This design comes from an exercise in tuning for small area, a short achievable clock period and few clock cycles on the open sky130 flow, not from production work. Where RTL was checked, it was by simulation tests only, not by an equivalence proof against the original. Power is estimated from default activity; no workload was simulated.

// script_lexer_tokenizer_unit
module script_lexer_tokenizer_unit (
    input  logic        i_clk,
    input  logic        i_rst_n,
    input  logic        i_byte_valid,
    output logic        o_byte_ready,
    input  logic [7:0]  i_byte_ch,
    input  logic        i_byte_final,
    output logic        o_tok_valid,
    input  logic        i_tok_ready,
    output logic [5:0]  o_tok_kind,
    output logic [19:0] o_tok_start,
    output logic [19:0] o_tok_len,
    output logic [15:0] o_tok_line,
    output logic [15:0] o_tok_col,
    output logic [7:0]  o_tok_bad,
    output logic        o_tok_last
);
For scale: ~1400 cells after synthesis, about 140 flip-flops, roughly 100 I/O pins, roughly 9400 sq um of cells after synthesis.
export LEC_CHECK = 0
export ABC_AREA = 1
export CAP_MARGIN = 20
export CORE_MARGIN = 2
export CORE_UTILIZATION = 40
export SLEW_MARGIN = 20
create_clock -name core_clock -period 11.0 [get_ports {i_clk}]
standard.sh (not shown) runs the stock make flow with config.mk's settings and CLKGATE_MAP_FILE= SYNTH_SCRIPT=/design/flow/synth_recipe.tcl, a recipe that flattens the netlist after the stock synthesis.
==> flow/flow/run.sh <==
#!/bin/bash
# Standard layout (the standard.sh: ORFS synthesis to finish, same clock and
# constraints), with these changes to how the layout is made:
#  - the port buffers that ORFS inserts are plain buffers (buf_1) rather than the
#    delay cell ORFS picks by default; every port still gets its own buffer;
#  - ORFS's timing repair aims for more setup slack than the clock needs;
#  - clock tree: clkbuf_8 buffers, larger sink clusters, no dummy loads.
set -euo pipefail
export SETUP_SLACK_MARGIN=7.0
export BUFFER_PORTS_ARGS="-buffer_cell sky130_fd_sc_hd__buf_1"
export CTS_ARGS="-sink_clustering_enable -repair_clock_nets -buf_list sky130_fd_sc_hd__clkbuf_8 -sink_clustering_size 30 -sink_clustering_max_diameter 100 -dont_use_dummy_load"
bash standard.sh > standard_flow.log 2>&1
Change:
--- a/flow/design.v
+++ b/flow/design.v
@@ -820,27 +820,30 @@
                 if (accept) r_bv2 <= 1'b1;
             end else begin
                 r_bv1 <= accept;
             end
             if (!stall) r_vout <= n_pend || x_close || (n_post && x_closable);
         end
     end
     always_ff @(posedge i_clk) begin
         if (q_move) begin
             r_ch  <= r_ch1;
             r_fin <= r_fin1;
         end
-        if (q1_move || !r_bv1) begin
-            r_ch1  <= r_bv2 ? r_ch2 : i_byte_ch;
-            r_fin1 <= r_bv2 ? r_fin2 : i_byte_final;
+        if (q1_move ? !r_bv2 : !r_bv1) begin
+            r_ch1  <= i_byte_ch;
+            r_fin1 <= i_byte_final;
+        end else if (q1_move) begin
+            r_ch1  <= r_ch2;
+            r_fin1 <= r_fin2;
         end
         if (accept) begin
             r_ch2  <= i_byte_ch;
             r_fin2 <= i_byte_final;
         end
         if (!stall)
             r_lout <= n_pend ? n_plast :
                       x_close && !x_fin && (n_mode != S_INTDOT) && !x_tokbyte;
     end
     always_ff @(posedge i_clk) begin
         if (!i_rst_n) begin
             r_mode <= S_IDLE; r_pend <= 1'b0; r_errh <= 1'b0; r_post <= 1'b0; r_endp <= 1'b0;
Final area shrinks by 0.70%.
Combinational power shrinks by about 45%.
Setup slack gains 11 ps.
Sequential power shrinks by about 16%.
Maximum frequency barely changes.
Power shrinks by 29%.
Clock-buffer cell count does not change.
Synthesized cell count shrinks by 1.3%.
Utilization grows by 0.77 points.
Cell count shrinks by 1.3%.
Flip-flop and latch count stays the same.
Wire length shrinks by about 1.8%.
Clock skew grows by 7.0 ps.
Testbench counts after the change, summed over its fixed seeds: cycles 22,586.
Function not checked in the first run of this note: the RTL went through the layout flow alone.

========
Setup of 11-19:
Another version of the RTL of script_lexer_tokenizer_unit (not shown whole).
Size in the first run: about 1,300 cells after synthesis, ~130 flip-flops, roughly 100 I/O pins, about 0.0092 mm² of cells after synthesis.
export LEC_CHECK = 0
export ABC_AREA = 1
export CAP_MARGIN = 20
export CORE_MARGIN = 2
export CORE_UTILIZATION = 40
export PLACE_DENSITY = 0.75
export SLEW_MARGIN = 20
create_clock -name core_clock -period 11.0 [get_ports {i_clk}]
==> flow/flow/run.sh <==
#!/bin/bash
# Standard layout (the standard.sh: ORFS synthesis to finish, same clock and
# constraints), with these changes to how the layout is made:
#  - the port buffers that ORFS inserts are plain buffers (buf_1) rather than the
#    delay cell ORFS picks by default; every port still gets its own buffer;
#  - ORFS's timing repair aims for more setup slack than the clock needs;
#  - clock tree: clkbuf_8 buffers, larger sink clusters, no dummy loads.
set -euo pipefail
export SETUP_SLACK_MARGIN=7.25
export BUFFER_PORTS_ARGS="-buffer_cell sky130_fd_sc_hd__buf_1"
export CTS_ARGS="-sink_clustering_enable -repair_clock_nets -buf_list sky130_fd_sc_hd__clkbuf_8 -sink_clustering_size 30 -sink_clustering_max_diameter 100 -dont_use_dummy_load"
bash standard.sh > standard_flow.log 2>&1
11-19: no failed stages, no open violations at the end
Testbench counts of 11-19, summed over its fixed seeds: cycles 22,580.
Here is what was changed in the inputs of 07-18 compared with 11-19.
--- a/flow/design.v
+++ b/flow/design.v
@@ -676,19 +676,19 @@
             if (r_endp) begin
                 n_endp = 1'b0; n_post = 1'b0; n_mode = S_IDLE;
                 clr = 1'b1;
                 consume = 1'b1;
             end else if (r_errh) begin
                 if (r_fin) n_post = 1'b1;
                 else consume = 1'b1;
             end else if (r_post) begin
                 if (r_mode == S_INTDOT) begin
-                    tb_ld = 1'b1; len_ld = 1'b1; len_v = !pos_sat; adv = 1'b1;
+                    tb_ld = 1'b1; len_ld = 1'b1; len_v = 1'b1;  adv = 1'b1;
                     n_kind = K_DOT; n_pend = 1'b1; n_plast = 1'b0;
                     n_mode = S_IDLE;
                 end else begin
                     tb_ld = 1'b1; len_ld = 1'b1; n_kind = K_END;
                     n_pend = 1'b1; n_plast = 1'b1; n_endp = 1'b1; n_mode = S_IDLE;
                 end
             end else if (r_bv) begin
                 case (r_mode)
                     S_OP: begin
@@ -730,19 +730,19 @@
                         if (c_dig) begin
                             adv = 1'b1; len_adv = 1'b1;
                         end else do_idle = 1'b1;
                     end
                     S_INTDOT: begin
                         hold = 1'b1;
                         if (c_dig) begin
                             adv = 1'b1; len_adv = 1'b1; n_mode = S_FRAC;
                         end else begin
-                            tb_ld = 1'b1; len_ld = 1'b1; len_v = !pos_sat; adv = 1'b1;
+                            tb_ld = 1'b1; len_ld = 1'b1; len_v = 1'b1;  adv = 1'b1;
                             n_kind = K_DOT; n_pend = 1'b1;
                             n_plast = !r_fin && !c_single && !c_err; n_mode = S_IDLE;
                         end
                     end
                     default: do_idle = 1'b1;
                 endcase
                 if (do_idle) begin
                     tb_ld = 1'b1; len_ld = 1'b1; len_v = !pos_sat; adv = 1'b1;
                     n_mode = S_IDLE;
==> results.txt <==
11-19 has a lower fraction of power spent switching nets than 07-18. Setup slack: 07-18 less than 11-19. Looking at total power consumption of the routed design, 07-18 sits 99 µW above 11-19. 11-19 → 07-18: share of cell area taken by flip-flops and latches moved up; combinational cell fraction of total power now sits higher; count of buffering cells on the critical path with inverters included fell 1; wire length per cell after detailed routing went down by 0.13 µm. Summary of 07-18 over 11-19: via count shrank by 184; area fraction in compound gates after synthesis now smaller. Compared with 11-19, 07-18 shows a lower final wirelength.
Testbench counts of 07-18, summed over its fixed seeds: cycles 22,580.

## afterwards: timing with drivers on the ports
How much do the figures lean on ideal ports? The routed layouts below were timed once more, with nothing changed but the port constraints. Step 1, drivers: a clkbuf_16 drives i_clk and a buf_2 each remaining input, both assumed. Step 2 adds t to the input delays and takes it off the output delays; t is the mean of the earliest and latest rising clock arrival at the registers after step 1. Input paths then give back, and output paths get back, about the clock's delay inside the block. a / b / c = no drivers / after step 1 / after step 2; a / b = the first two.
| run | shift t [ns] | setup WS [ns] | slew at the worst register clock pin (ns) | worst slew at a driven data input, ns |
|---|---|---|---|---|
| the first run of note 1 | 0.480 | 7.212 / 7.170 / 6.764 | 0.10 / 0.10 | 0.04 |
| the second run of note 1 | 0.485 | 7.223 / 7.237 / 6.761 | 0.10 / 0.10 | 0.05 |
| 11-19 | 0.471 | 7.404 / 7.367 / 6.968 | 0.09 / 0.09 | 0.03 |
| 07-18 | 0.461 | 7.356 / 7.370 / 6.909 | 0.08 / 0.08 | 0.04 |
After both steps every run listed still meets setup and hold. For the second run of note 1, which loses most, drivers alone change the setup slack by +0.014 ns; drivers and shift together by -0.462 ns.
